This design comes from an exercise in tuning for small area on the open sky130 flow, not from production work. Where RTL was checked, it was by simulation tests only, not by an equivalence proof against the original.

==> job 3329: inputs <==
==> flow/design.v <==
package conn_mgr_pkg;
    typedef enum logic {
        CONN_CLOSED = 1'b0,
        CONN_OPEN   = 1'b1
    } conn_status_e;
    typedef enum logic {
        OP_CLOSE = 1'b0,
        OP_OPEN  = 1'b1
    } cm_op_e;
    typedef enum logic [1:0] {
        ERR_OK           = 2'd0,
        ERR_ID_WRONG     = 2'd1,
        ERR_ALREADY_OPEN = 2'd2,
        ERR_IS_CLOSED    = 2'd3
    } cm_err_e;
endpackage
`timescale 1ns/1ps
module conn_manager_top (
    input  logic                          clk,
    input  logic                          reset,
    input  logic                          initialize,
    output logic                          initialized,
    input  logic                          cmd_valid,
    output logic                          cmd_ready,
    input  logic                          cmd_open,
    input  logic [32-1:0]  cmd_conn_id,
    input  logic [32-1:0]       cmd_dest_ip,
    input  logic [16-1:0]     cmd_dest_port,
    output logic                          status_valid,
    input  logic                          status_ready,
    output logic [32-1:0]  status_conn_id,
    output conn_mgr_pkg::cm_err_e         status_err,
    input  logic                          rpc_in_valid,
    input  logic [32-1:0]  rpc_in_conn_id,
    input  logic [64-1:0]  rpc_in_payload,
    output logic                          rpc_out_valid,
    output logic [32-1:0]  rpc_out_conn_id,
    output logic [64-1:0]  rpc_out_payload,
    output logic [32-1:0]       rpc_out_dest_ip,
    output logic [16-1:0]     rpc_out_dest_port,
    output logic                          error
);
    localparam int AW = 4;
    localparam int NE = 2**AW;
    localparam int DW = 32 + 16;
    localparam int NR = NE / 2;
    logic           sweeping;
    logic [AW-1:0]  sweep_addr;
    always_ff @(posedge clk) begin
        if (reset) begin
            sweeping    <= 1'b0;
            sweep_addr  <= '0;
            initialized <= 1'b0;
        end else if (sweeping) begin
            sweep_addr <= sweep_addr + 1'b1;
            if (&sweep_addr) begin
                sweeping    <= 1'b0;
                initialized <= 1'b1;
            end
        end else if (initialize) begin
            sweeping    <= 1'b1;
            initialized <= 1'b0;
        end
    end
    typedef enum logic [1:0] {ST_IDLE, ST_CHECK, ST_REPORT} exec_state_e;
    logic                          op_valid, op_valid_nx;
    logic                          d_open;
    logic                          d_in_range;
    logic                          d_st;
    logic [32-1:0]  d_id;
    logic [DW-1:0]                 d_dest;
    logic [AW-1:0]                 d_addr;
    logic                          cmd_accept;
    logic                          cmd_in_range;
    logic                          cmd_st;
    exec_state_e                   state, state_nx;
    logic [32-1:0]  e_id;
    logic [1:0]                    e_err;
    logic                          capture;
    logic [1:0]                    cap_err;
    logic                          st_we;
    logic                          res_valid;
    logic                          res_ready;
    logic [NE-1:0]                 st, st_nx;
    assign cmd_ready  = initialized && !op_valid;
    assign cmd_accept = cmd_valid && cmd_ready;
    always_comb begin
        if (reset) begin
            op_valid_nx = 1'b0;
        end else if (cmd_accept) begin
            op_valid_nx = 1'b1;
        end else if (state == ST_IDLE) begin
            op_valid_nx = 1'b0;
        end else begin
            op_valid_nx = op_valid;
        end
    end
    always_comb begin
        state_nx = state;
        if (reset) begin
            state_nx = ST_IDLE;
        end else begin
            case (state)
                ST_IDLE: begin
                    if (op_valid) begin
                        state_nx = d_in_range ? ST_CHECK : ST_REPORT;
                    end
                end
                ST_CHECK: state_nx = ST_REPORT;
                default: begin
                    if (res_ready) begin
                        state_nx = ST_IDLE;
                    end
                end
            endcase
        end
    end
    always_ff @(posedge clk) begin
        op_valid <= op_valid_nx;
        state    <= state_nx;
    end
    assign st_we = (state == ST_CHECK) && (e_err == 2'd0);
    always_comb begin
        for (int i = 0; i < NE; i++) begin
            if (sweeping) begin
                st_nx[i] = 1'b0;
            end else if (st_we && (e_id[AW-1:0] == AW'(i))) begin
                st_nx[i] = !st[i];
            end else begin
                st_nx[i] = st[i];
            end
        end
    end
    always_ff @(posedge clk) begin
        st <= st_nx;
    end
    assign cmd_in_range = ~|cmd_conn_id[32-1:AW];
    assign cmd_st       = st_nx[cmd_conn_id[AW-1:0]];
    always_ff @(posedge clk) begin
        if (cmd_accept) begin
            d_open     <= cmd_open;
            d_in_range <= cmd_in_range;
            d_st       <= cmd_st;
            d_id       <= cmd_conn_id;
            d_dest     <= {cmd_dest_ip, cmd_dest_port};
        end
    end
    assign d_addr  = d_id[AW-1:0];
    assign capture = op_valid && (state == ST_IDLE);
    assign cap_err = !d_in_range     ? 2'd1 :
                     (d_st == d_open) ? {1'b1, !d_open} : 2'd0;
    always_ff @(posedge clk) begin
        if (capture) begin
            e_id  <= d_id;
            e_err <= cap_err;
        end
    end
    assign res_valid = (state == ST_REPORT);
    assign res_ready = !status_valid;
    always_ff @(posedge clk) begin
        if (reset) begin
            status_valid <= 1'b0;
        end else if (res_valid && res_ready) begin
            status_valid <= 1'b1;
        end else if (status_ready) begin
            status_valid <= 1'b0;
        end
    end
    always_ff @(posedge clk) begin
        if (res_valid && res_ready) begin
            status_conn_id <= e_id;
            status_err     <= conn_mgr_pkg::cm_err_e'(e_err);
        end
    end
    logic               ph, ph_nx;
    logic               lo_nx;
    logic [AW-1:0]      addr_nx;
    logic               wr_slot_nx;
    logic [NR-1:0]      ring_we;
    logic [NR-1:0]      ring_hold;
    logic [DW-1:0]      slot0 [0:NR-1];
    logic [DW-1:0]      slot1 [0:NR-1];
    assign ph_nx = reset ? 1'b0 : !ph;
    always_ff @(posedge clk) begin
        ph <= ph_nx;
    end
    assign lo_nx   = cmd_accept ? (cmd_open && cmd_in_range && !cmd_st) :
                                  (d_open && d_in_range && !d_st);
    assign addr_nx = cmd_accept ? cmd_conn_id[AW-1:0] : d_addr;
    assign wr_slot_nx = ((op_valid_nx && (state_nx == ST_IDLE)) || (state_nx == ST_CHECK)) &&
                        lo_nx && (addr_nx[0] != ph_nx);
    always_ff @(posedge clk) begin
        for (int r = 0; r < NR; r++) begin
            ring_we[r]   <= wr_slot_nx && (addr_nx[AW-1:1] == (AW-1)'(r));
            ring_hold[r] <= !(wr_slot_nx && (addr_nx[AW-1:1] == (AW-1)'(r)));
        end
    end
    for (genvar r = 0; r < NR; r++) begin : g_ring
        always_ff @(posedge clk) begin
            slot1[r] <= slot0[r];
            slot0[r] <= ({DW{ring_we[r]}} & d_dest) | ({DW{ring_hold[r]}} & slot1[r]);
        end
    end
    logic                   in_range;
    logic                   in_open;
    logic                   s1_ok;
    logic                   s1_closed;
    logic [AW-1:0]          s1_addr;
    logic [AW-1:0]          s2_addr;
    logic [64-1:0] s1_payload;
    logic [DW-1:0]          rd_dest;
    assign in_range = ~|rpc_in_conn_id[32-1:AW];
    assign in_open  = st[rpc_in_conn_id[AW-1:0]];
    always_ff @(posedge clk) begin
        if (reset) begin
            s1_ok         <= 1'b0;
            s1_closed     <= 1'b0;
            rpc_out_valid <= 1'b0;
            error         <= 1'b0;
        end else begin
            s1_ok         <= rpc_in_valid && in_range && in_open;
            s1_closed     <= rpc_in_valid && in_range && !in_open;
            rpc_out_valid <= s1_ok;
            if ((rpc_in_valid && !in_range) || s1_closed) begin
                error <= 1'b1;
            end
        end
    end
    logic [NE-1:0]          rd_sel;
    always_ff @(posedge clk) begin
        s1_addr         <= rpc_in_conn_id[AW-1:0];
        s1_payload      <= rpc_in_payload;
        s2_addr         <= s1_addr;
        rpc_out_payload <= s1_payload;
        for (int p = 0; p < NE; p++) begin
            rd_sel[p] <= ({s1_addr[AW-1:1], s1_addr[0] ^ !ph} == AW'(p));
        end
    end
    always_comb begin
        rd_dest = '0;
        for (int r = 0; r < NR; r++) begin
            rd_dest = rd_dest | ({DW{rd_sel[2*r]}} & slot0[r]) | ({DW{rd_sel[2*r+1]}} & slot1[r]);
        end
    end
    assign rpc_out_conn_id   = {{(32-AW){1'b0}}, s2_addr};
    assign rpc_out_dest_ip   = rd_dest[DW-1:16];
    assign rpc_out_dest_port = rd_dest[16-1:0];
endmodule
==> flow/flow/run.sh <==
#!/bin/bash
set -euo pipefail
export BUFFER_PORTS_ARGS="-buffer_cell sky130_fd_sc_hd__buf_1"
export CTS_ARGS="-sink_clustering_enable -repair_clock_nets -dont_use_dummy_load -sink_clustering_size 19 -sink_clustering_max_diameter 60 -buf_list sky130_fd_sc_hd__clkbuf_8"
bash standard.sh finish > flow.log 2>&1
==> flow/standard.sh <==
#!/bin/bash
# synth_recipe.tcl (not shown) runs the flow's synth.tcl, then flattens the netlist and writes it again
# the make line also repeats each setting of config.mk as NAME=value (left out here)
make -C /OpenROAD-flow-scripts/flow DESIGN_CONFIG=/design/flow/config.mk WORK_HOME=/design/flow/orfs CLKGATE_MAP_FILE= SYNTH_SCRIPT=/design/flow/synth_recipe.tcl "${@:-finish}"
==> flow/config.mk <==
export PLATFORM = sky130hd
export DESIGN_NAME = conn_manager_top
export DESIGN_NICKNAME = conn_manager_top
export VERILOG_FILES = /design/flow/design.v
export SDC_FILE = /design/flow/constraint.sdc
export NUM_CORES = 4
export LEC_CHECK = 0
export CAP_MARGIN = 20
export CORE_MARGIN = 2
export CORE_UTILIZATION = 75
export SLEW_MARGIN = 20
==> flow/constraint.sdc <==
create_clock -name core_clock -period 5.0 [get_ports {clk}]
set_input_delay 1.0000 -clock core_clock [delete_from_list [all_inputs] [get_ports {clk}]]
set_output_delay 1.0000 -clock core_clock [all_outputs]
set_load 0.01 [all_outputs]
==> job 9095: changes against job 3329 <==
==> flow/design.v, changed modules only <==
module conn_manager_top (
    input  logic                          clk,
    input  logic                          reset,
    input  logic                          initialize,
    output logic                          initialized,
    input  logic                          cmd_valid,
    output logic                          cmd_ready,
    input  logic                          cmd_open,
    input  logic [32-1:0]  cmd_conn_id,
    input  logic [32-1:0]       cmd_dest_ip,
    input  logic [16-1:0]     cmd_dest_port,
    output logic                          status_valid,
    input  logic                          status_ready,
    output logic [32-1:0]  status_conn_id,
    output conn_mgr_pkg::cm_err_e         status_err,
    input  logic                          rpc_in_valid,
    input  logic [32-1:0]  rpc_in_conn_id,
    input  logic [64-1:0]  rpc_in_payload,
    output logic                          rpc_out_valid,
    output logic [32-1:0]  rpc_out_conn_id,
    output logic [64-1:0]  rpc_out_payload,
    output logic [32-1:0]       rpc_out_dest_ip,
    output logic [16-1:0]     rpc_out_dest_port,
    output logic                          error
);
    localparam int AW = 4;
    localparam int NE = 2**AW;
    localparam int DW = 32 + 16;
    localparam int NR = NE / 2;
    logic           sweeping;
    logic [AW-1:0]  sweep_addr;
    always_ff @(posedge clk) begin
        if (reset) begin
            sweeping    <= 1'b0;
            sweep_addr  <= '0;
            initialized <= 1'b0;
        end else if (sweeping) begin
            sweep_addr <= sweep_addr + 1'b1;
            if (&sweep_addr) begin
                sweeping    <= 1'b0;
                initialized <= 1'b1;
            end
        end else if (initialize) begin
            sweeping    <= 1'b1;
            initialized <= 1'b0;
        end
    end
    typedef enum logic [1:0] {ST_IDLE, ST_CHECK, ST_REPORT} exec_state_e;
    exec_state_e state;
    logic                          op_valid;
    logic                          d_open;
    logic [32-1:0]  d_id;
    logic [DW-1:0]                 d_dest;
    logic                          cmd_accept;
    assign cmd_ready  = initialized && !op_valid;
    assign cmd_accept = cmd_valid && cmd_ready;
    always_ff @(posedge clk) begin
        if (reset) begin
            op_valid <= 1'b0;
        end else if (cmd_accept) begin
            op_valid <= 1'b1;
        end else if (state == ST_IDLE) begin
            op_valid <= 1'b0;
        end
    end
    always_ff @(posedge clk) begin
        if (cmd_accept) begin
            d_open <= cmd_open;
            d_id   <= cmd_conn_id;
            d_dest <= {cmd_dest_ip, cmd_dest_port};
        end
    end
    logic [NE-1:0]  st;
    logic [AW-1:0]  d_addr;
    logic           d_in_range;
    logic           d_st;
    assign d_addr     = d_id[AW-1:0];
    assign d_in_range = ~|d_id[32-1:AW];
    assign d_st       = st[d_addr];
    logic                          capture;
    logic [1:0]                    cap_err;
    logic [32-1:0]  e_id;
    logic [1:0]                    e_err;
    logic                          st_we;
    logic                          res_valid;
    logic                          res_ready;
    assign capture = op_valid && (state == ST_IDLE);
    assign cap_err = !d_in_range     ? 2'd1 :
                     (d_st == d_open) ? {1'b1, !d_open} : 2'd0;
    always_ff @(posedge clk) begin
        if (reset) begin
            state <= ST_IDLE;
        end else begin
            case (state)
                ST_IDLE: begin
                    if (op_valid) begin
                        state <= d_in_range ? ST_CHECK : ST_REPORT;
                    end
                end
                ST_CHECK: state <= ST_REPORT;
                default: begin
                    if (res_ready) begin
                        state <= ST_IDLE;
                    end
                end
            endcase
        end
    end
    always_ff @(posedge clk) begin
        if (capture) begin
            e_id  <= d_id;
            e_err <= cap_err;
        end
    end
    assign st_we = (state == ST_CHECK) && (e_err == 2'd0);
    always_ff @(posedge clk) begin
        for (int i = 0; i < NE; i++) begin
            if (sweeping) begin
                st[i] <= 1'b0;
            end else if (st_we && (e_id[AW-1:0] == AW'(i))) begin
                st[i] <= !st[i];
            end
        end
    end
    assign res_valid = (state == ST_REPORT);
    assign res_ready = !status_valid;
    always_ff @(posedge clk) begin
        if (reset) begin
            status_valid <= 1'b0;
        end else if (res_valid && res_ready) begin
            status_valid <= 1'b1;
        end else if (status_ready) begin
            status_valid <= 1'b0;
        end
    end
    always_ff @(posedge clk) begin
        if (res_valid && res_ready) begin
            status_conn_id <= e_id;
            status_err     <= conn_mgr_pkg::cm_err_e'(e_err);
        end
    end
    logic               ph;
    logic               dest_we;
    logic [DW-1:0]      slot0 [0:NR-1];
    logic [DW-1:0]      slot1 [0:NR-1];
    always_ff @(posedge clk) begin
        if (reset) begin
            ph <= 1'b0;
        end else begin
            ph <= !ph;
        end
    end
    assign dest_we = (capture || (state == ST_CHECK)) && d_open && d_in_range && !d_st &&
                     (d_addr[0] != ph);
    for (genvar r = 0; r < NR; r++) begin : g_ring
        always_ff @(posedge clk) begin
            slot1[r] <= slot0[r];
            if (dest_we && (d_addr[AW-1:1] == (AW-1)'(r))) begin
                slot0[r] <= d_dest;
            end else begin
                slot0[r] <= slot1[r];
            end
        end
    end
    logic                   in_range;
    logic                   in_open;
    logic                   s1_ok;
    logic                   s1_closed;
    logic [AW-1:0]          s1_addr;
    logic [AW-1:0]          s2_addr;
    logic [64-1:0] s1_payload;
    logic [DW-1:0]          rd_dest;
    assign in_range = ~|rpc_in_conn_id[32-1:AW];
    assign in_open  = st[rpc_in_conn_id[AW-1:0]];
    always_ff @(posedge clk) begin
        if (reset) begin
            s1_ok         <= 1'b0;
            s1_closed     <= 1'b0;
            rpc_out_valid <= 1'b0;
            error         <= 1'b0;
        end else begin
            s1_ok         <= rpc_in_valid && in_range && in_open;
            s1_closed     <= rpc_in_valid && in_range && !in_open;
            rpc_out_valid <= s1_ok;
            if ((rpc_in_valid && !in_range) || s1_closed) begin
                error <= 1'b1;
            end
        end
    end
    logic [NE-1:0]          rd_sel;
    always_ff @(posedge clk) begin
        s1_addr         <= rpc_in_conn_id[AW-1:0];
        s1_payload      <= rpc_in_payload;
        s2_addr         <= s1_addr;
        rpc_out_payload <= s1_payload;
        for (int p = 0; p < NE; p++) begin
            rd_sel[p] <= ({s1_addr[AW-1:1], s1_addr[0] ^ !ph} == AW'(p));
        end
    end
    always_comb begin
        rd_dest = '0;
        for (int r = 0; r < NR; r++) begin
            rd_dest = rd_dest | ({DW{rd_sel[2*r]}} & slot0[r]) | ({DW{rd_sel[2*r+1]}} & slot1[r]);
        end
    end
    assign rpc_out_conn_id   = {{(32-AW){1'b0}}, s2_addr};
    assign rpc_out_dest_ip   = rd_dest[DW-1:16];
    assign rpc_out_dest_port = rd_dest[16-1:0];
endmodule
==> flow/run.sh (new file) <==
#!/bin/bash
# synth_recipe.tcl (not shown) runs the flow's synth.tcl, then flattens the netlist and writes it again
# the make line also repeats each setting of config.mk as NAME=value (left out here)
make -C /OpenROAD-flow-scripts/flow DESIGN_CONFIG=/design/flow/config.mk WORK_HOME=/design/flow/orfs CLKGATE_MAP_FILE= SYNTH_SCRIPT=/design/flow/synth_recipe.tcl finish
- CORE_UTILIZATION: 75 -> 40
removed: flow/flow/run.sh
removed: flow/standard.sh
==> job 5660: changes against job 3329 <==
==> flow/flow/run.sh (replaced) <==
#!/bin/bash
set -euo pipefail
export BUFFER_PORTS_ARGS="-buffer_cell sky130_fd_sc_hd__buf_1"
export CTS_ARGS="-sink_clustering_enable -repair_clock_nets -dont_use_dummy_load -sink_clustering_size 30 -sink_clustering_max_diameter 60"
export RECOVER_POWER=100
bash standard.sh finish > flow.log 2>&1
- CORE_UTILIZATION: 75 -> 65
- CTS_CLUSTER_DIAMETER: default -> 80
- CTS_CLUSTER_SIZE: default -> 30
==> job 5778: changes against job 3329 <==
==> flow/design.v, changed modules only <==
module conn_manager_top (
    input  logic                          clk,
    input  logic                          reset,
    input  logic                          initialize,
    output logic                          initialized,
    input  logic                          cmd_valid,
    output logic                          cmd_ready,
    input  logic                          cmd_open,
    input  logic [32-1:0]  cmd_conn_id,
    input  logic [32-1:0]       cmd_dest_ip,
    input  logic [16-1:0]     cmd_dest_port,
    output logic                          status_valid,
    input  logic                          status_ready,
    output logic [32-1:0]  status_conn_id,
    output conn_mgr_pkg::cm_err_e         status_err,
    input  logic                          rpc_in_valid,
    input  logic [32-1:0]  rpc_in_conn_id,
    input  logic [64-1:0]  rpc_in_payload,
    output logic                          rpc_out_valid,
    output logic [32-1:0]  rpc_out_conn_id,
    output logic [64-1:0]  rpc_out_payload,
    output logic [32-1:0]       rpc_out_dest_ip,
    output logic [16-1:0]     rpc_out_dest_port,
    output logic                          error
);
    localparam int AW = 4;
    localparam int NE = 2**AW;
    localparam int DW = 32 + 16;
    localparam int NR = NE / 2;
    logic           sweeping;
    logic [AW-1:0]  sweep_addr;
    always_ff @(posedge clk) begin
        if (reset) begin
            sweeping    <= 1'b0;
            sweep_addr  <= '0;
            initialized <= 1'b0;
        end else if (sweeping) begin
            sweep_addr <= sweep_addr + 1'b1;
            if (&sweep_addr) begin
                sweeping    <= 1'b0;
                initialized <= 1'b1;
            end
        end else if (initialize) begin
            sweeping    <= 1'b1;
            initialized <= 1'b0;
        end
    end
    typedef enum logic [1:0] {ST_IDLE, ST_CHECK, ST_REPORT} exec_state_e;
    exec_state_e state;
    logic                          op_valid;
    logic                          d_open;
    logic [32-1:0]  d_id;
    logic [DW-1:0]                 d_dest;
    logic                          cmd_accept;
    assign cmd_ready  = initialized && !op_valid;
    assign cmd_accept = cmd_valid && cmd_ready;
    always_ff @(posedge clk) begin
        if (reset) begin
            op_valid <= 1'b0;
        end else if (cmd_accept) begin
            op_valid <= 1'b1;
        end else if (state == ST_IDLE) begin
            op_valid <= 1'b0;
        end
    end
    always_ff @(posedge clk) begin
        if (cmd_accept) begin
            d_open <= cmd_open;
            d_id   <= cmd_conn_id;
            d_dest <= {cmd_dest_ip, cmd_dest_port};
        end
    end
    logic [NE-1:0]  st;
    logic [AW-1:0]  d_addr;
    logic           d_in_range;
    logic           d_st;
    assign d_addr     = d_id[AW-1:0];
    assign d_in_range = ~|d_id[32-1:AW];
    assign d_st       = st[d_addr];
    logic                          capture;
    logic [1:0]                    cap_err;
    logic [32-1:0]  e_id;
    logic [1:0]                    e_err;
    logic                          st_we;
    logic                          res_valid;
    logic                          res_ready;
    assign capture = op_valid && (state == ST_IDLE);
    assign cap_err = !d_in_range     ? 2'd1 :
                     (d_st == d_open) ? {1'b1, !d_open} : 2'd0;
    always_ff @(posedge clk) begin
        if (reset) begin
            state <= ST_IDLE;
        end else begin
            case (state)
                ST_IDLE: begin
                    if (op_valid) begin
                        state <= d_in_range ? ST_CHECK : ST_REPORT;
                    end
                end
                ST_CHECK: state <= ST_REPORT;
                default: begin
                    if (res_ready) begin
                        state <= ST_IDLE;
                    end
                end
            endcase
        end
    end
    always_ff @(posedge clk) begin
        if (capture) begin
            e_id  <= d_id;
            e_err <= cap_err;
        end
    end
    assign st_we = (state == ST_CHECK) && (e_err == 2'd0);
    always_ff @(posedge clk) begin
        for (int i = 0; i < NE; i++) begin
            if (sweeping) begin
                st[i] <= 1'b0;
            end else if (st_we && (e_id[AW-1:0] == AW'(i))) begin
                st[i] <= !st[i];
            end
        end
    end
    assign res_valid = (state == ST_REPORT);
    assign res_ready = !status_valid;
    always_ff @(posedge clk) begin
        if (reset) begin
            status_valid <= 1'b0;
        end else if (res_valid && res_ready) begin
            status_valid <= 1'b1;
        end else if (status_ready) begin
            status_valid <= 1'b0;
        end
    end
    always_ff @(posedge clk) begin
        if (res_valid && res_ready) begin
            status_conn_id <= e_id;
            status_err     <= conn_mgr_pkg::cm_err_e'(e_err);
        end
    end
    logic               ph;
    logic               dest_we;
    logic [DW-1:0]      slot0 [0:NR-1];
    logic [DW-1:0]      slot1 [0:NR-1];
    always_ff @(posedge clk) begin
        if (reset) begin
            ph <= 1'b0;
        end else begin
            ph <= !ph;
        end
    end
    assign dest_we = (capture || (state == ST_CHECK)) && d_open && d_in_range && !d_st &&
                     (d_addr[0] != ph);
    for (genvar r = 0; r < NR; r++) begin : g_ring
        always_ff @(posedge clk) begin
            slot1[r] <= slot0[r];
            if (dest_we && (d_addr[AW-1:1] == (AW-1)'(r))) begin
                slot0[r] <= d_dest;
            end else begin
                slot0[r] <= slot1[r];
            end
        end
    end
    logic                   in_range;
    logic                   in_open;
    logic                   s1_ok;
    logic                   s1_closed;
    logic [AW-1:0]          s1_addr;
    logic [AW-1:0]          s2_addr;
    logic [64-1:0] s1_payload;
    logic [DW-1:0]          rd_dest;
    assign in_range = ~|rpc_in_conn_id[32-1:AW];
    assign in_open  = st[rpc_in_conn_id[AW-1:0]];
    always_ff @(posedge clk) begin
        if (reset) begin
            s1_ok         <= 1'b0;
            s1_closed     <= 1'b0;
            rpc_out_valid <= 1'b0;
            error         <= 1'b0;
        end else begin
            s1_ok         <= rpc_in_valid && in_range && in_open;
            s1_closed     <= rpc_in_valid && in_range && !in_open;
            rpc_out_valid <= s1_ok;
            if ((rpc_in_valid && !in_range) || s1_closed) begin
                error <= 1'b1;
            end
        end
    end
    always_ff @(posedge clk) begin
        s1_addr         <= rpc_in_conn_id[AW-1:0];
        s1_payload      <= rpc_in_payload;
        s2_addr         <= s1_addr;
        rpc_out_payload <= s1_payload;
    end
    assign rd_dest = (s2_addr[0] ^ ph) ? slot1[s2_addr[AW-1:1]] : slot0[s2_addr[AW-1:1]];
    assign rpc_out_conn_id   = {{(32-AW){1'b0}}, s2_addr};
    assign rpc_out_dest_ip   = rd_dest[DW-1:16];
    assign rpc_out_dest_port = rd_dest[16-1:0];
endmodule
==> flow/run.sh (new file) <==
#!/bin/bash
# synth_recipe.tcl (not shown) runs the flow's synth.tcl, then flattens the netlist and writes it again
# the make line also repeats each setting of config.mk as NAME=value (left out here)
make -C /OpenROAD-flow-scripts/flow DESIGN_CONFIG=/design/flow/config.mk WORK_HOME=/design/flow/orfs CLKGATE_MAP_FILE= SYNTH_SCRIPT=/design/flow/synth_recipe.tcl finish
- CORE_UTILIZATION: 75 -> 40
- CTS_BUF_LIST: default -> sky130_fd_sc_hd__clkbuf_4 sky130_fd_sc_hd__clkbuf_8
removed: flow/flow/run.sh
removed: flow/standard.sh
==> flow_metrics.env <==
export IMPL_num_multi_input_gates=1370
export IMPL_synthMuxAreaShare=0.184
export IMPL_initial_utilization=0.403
export IMPL_p_int_uw=13900
export IMPL_crit_fanout=24
export IMPL_synth_xor_area_frac=0.00543
export IMPL_status="no timing/DRC/antenna violations"
export IMPL_max_slew_margin_rel=0.254
export IMPL_path_clk_slew_ps=70
export IMPL_slowest_stage="clkdlybuf4s50_1"
export IMPL_drt_total_wl_um=97600
export IMPL_clock_sinks=1084
export IMPL_timing_hold_ws_ps=311
export IMPL_hold_end="rpc_out_payload[61]"
export IMPL_worst_path_buf_inv=3
export IMPL_pg_comb_uw=867
export IMPL_finalCritPeriodShare=0.977
export IMPL_layoutNonFillerInstCount=4346
export IMPL_taps=1165
export IMPL_syn_area_sq_um=35500
(the above is from job 5778)
==> flow_metrics.env <==
export IMPL_hold_end="slot1[7][17]"
export IMPL_clock_sinks=1118
export IMPL_status="finished with violations"
export IMPL_cap_viol_max_count=11
export IMPL_finalCritPeriodShare=0.793
export IMPL_drv_slew=500
export IMPL_slowest_stage="dfxtp_2"
export IMPL_initial_utilization=0.657
export IMPL_path_clk_slew_ps=110
export IMPL_taps=680
export IMPL_crit_fanout=48
export IMPL_pg_comb_uw=172
export IMPL_synth_xor_area_frac=0.00391
export IMPL_so_faults="max-capacitance violations, max-slew violations"
export IMPL_synthMuxAreaShare=0.00424
(the above is from job 5660)
==> flow_metrics.env <==
export IMPL_p_per_area_nw_per_um2=369
export IMPL_status="no timing/DRC/antenna violations"
export IMPL_finalCritPeriodShare=0.764
export IMPL_syn_area_sq_um=33600
export IMPL_slowest_stage="dfxtp_2"
export IMPL_synthMuxAreaShare=0.00424
export IMPL_taps=592
export IMPL_max_slew_margin_rel=0.292
export IMPL_num_multi_input_gates=1092
export IMPL_worst_path_buf_inv=2
export IMPL_clock_sinks=1118
export IMPL_path_clk_slew_ps=100
export IMPL_timing_hold_ws_ps=314
export IMPL_p_int_uw=10400
export IMPL_drt_total_wl_um=90900
export IMPL_hold_end="rpc_out_payload[32]"
export IMPL_crit_fanout=31
export IMPL_layoutNonFillerInstCount=3226
export IMPL_pg_comb_uw=168
export IMPL_initial_utilization=0.760
(the above is from job 3329)
==> flow_metrics.env <==
export IMPL_status="no timing/DRC/antenna violations"
export IMPL_crit_fanout=34
export IMPL_taps=1144
export IMPL_finalCritPeriodShare=0.847
export IMPL_slowest_stage="dfxtp_2"
export IMPL_pg_comb_uw=315
export IMPL_timing_hold_ws_ps=323
export IMPL_syn_area_sq_um=34300
export IMPL_max_slew_margin_rel=0.220
export IMPL_p_int_uw=14500
export IMPL_hold_end="rpc_out_payload[30]"
export IMPL_drt_total_wl_um=92600
export IMPL_synth_xor_area_frac=0.00584
export IMPL_largest_cell_class="sequential cells"
export IMPL_path_clk_slew_ps=60
export IMPL_synthMuxAreaShare=0.151
export IMPL_initial_utilization=0.403
export IMPL_clock_sinks=1100
(the above is from job 9095)
The RTL of job 9095 was laid out without a check of its function.

-- separate check: timing with driven ports --
The flow's constraints put no driver on any port. The routed layouts listed below were extracted and timed again, unchanged, in two steps.
Step 1: set_driving_cell puts a clkbuf_16 on clk and a buf_2 on each other input, an assumption about the parent block.
Step 2 times the ports against the registers' clock, not the clock port: input delays grow and output delays shrink by t, the midpoint of the rising clock arrivals with the driver on.
Three values: no drivers, after step 1, after step 2; two values: the first two.
| run | t (ns) | setup slack, ns | worst data-port slew with drivers (ns) |
|---|---|---|---|
| job 3329 | 0.728 | 1.182 / 1.130 / 1.614 | 0.10 |
| job 9095 | 0.726 | 0.766 / 0.701 / 1.427 | 0.15 |
| job 5660 | 0.684 | 1.034 / 0.971 / 0.999 | 0.10 |
| job 5778 | 0.879 | 0.116 / 0.055 / 0.934 | 0.08 |
For job 5660, which loses most, drivers alone change the setup slack by -0.063 ns; drivers and shift together by -0.035 ns.
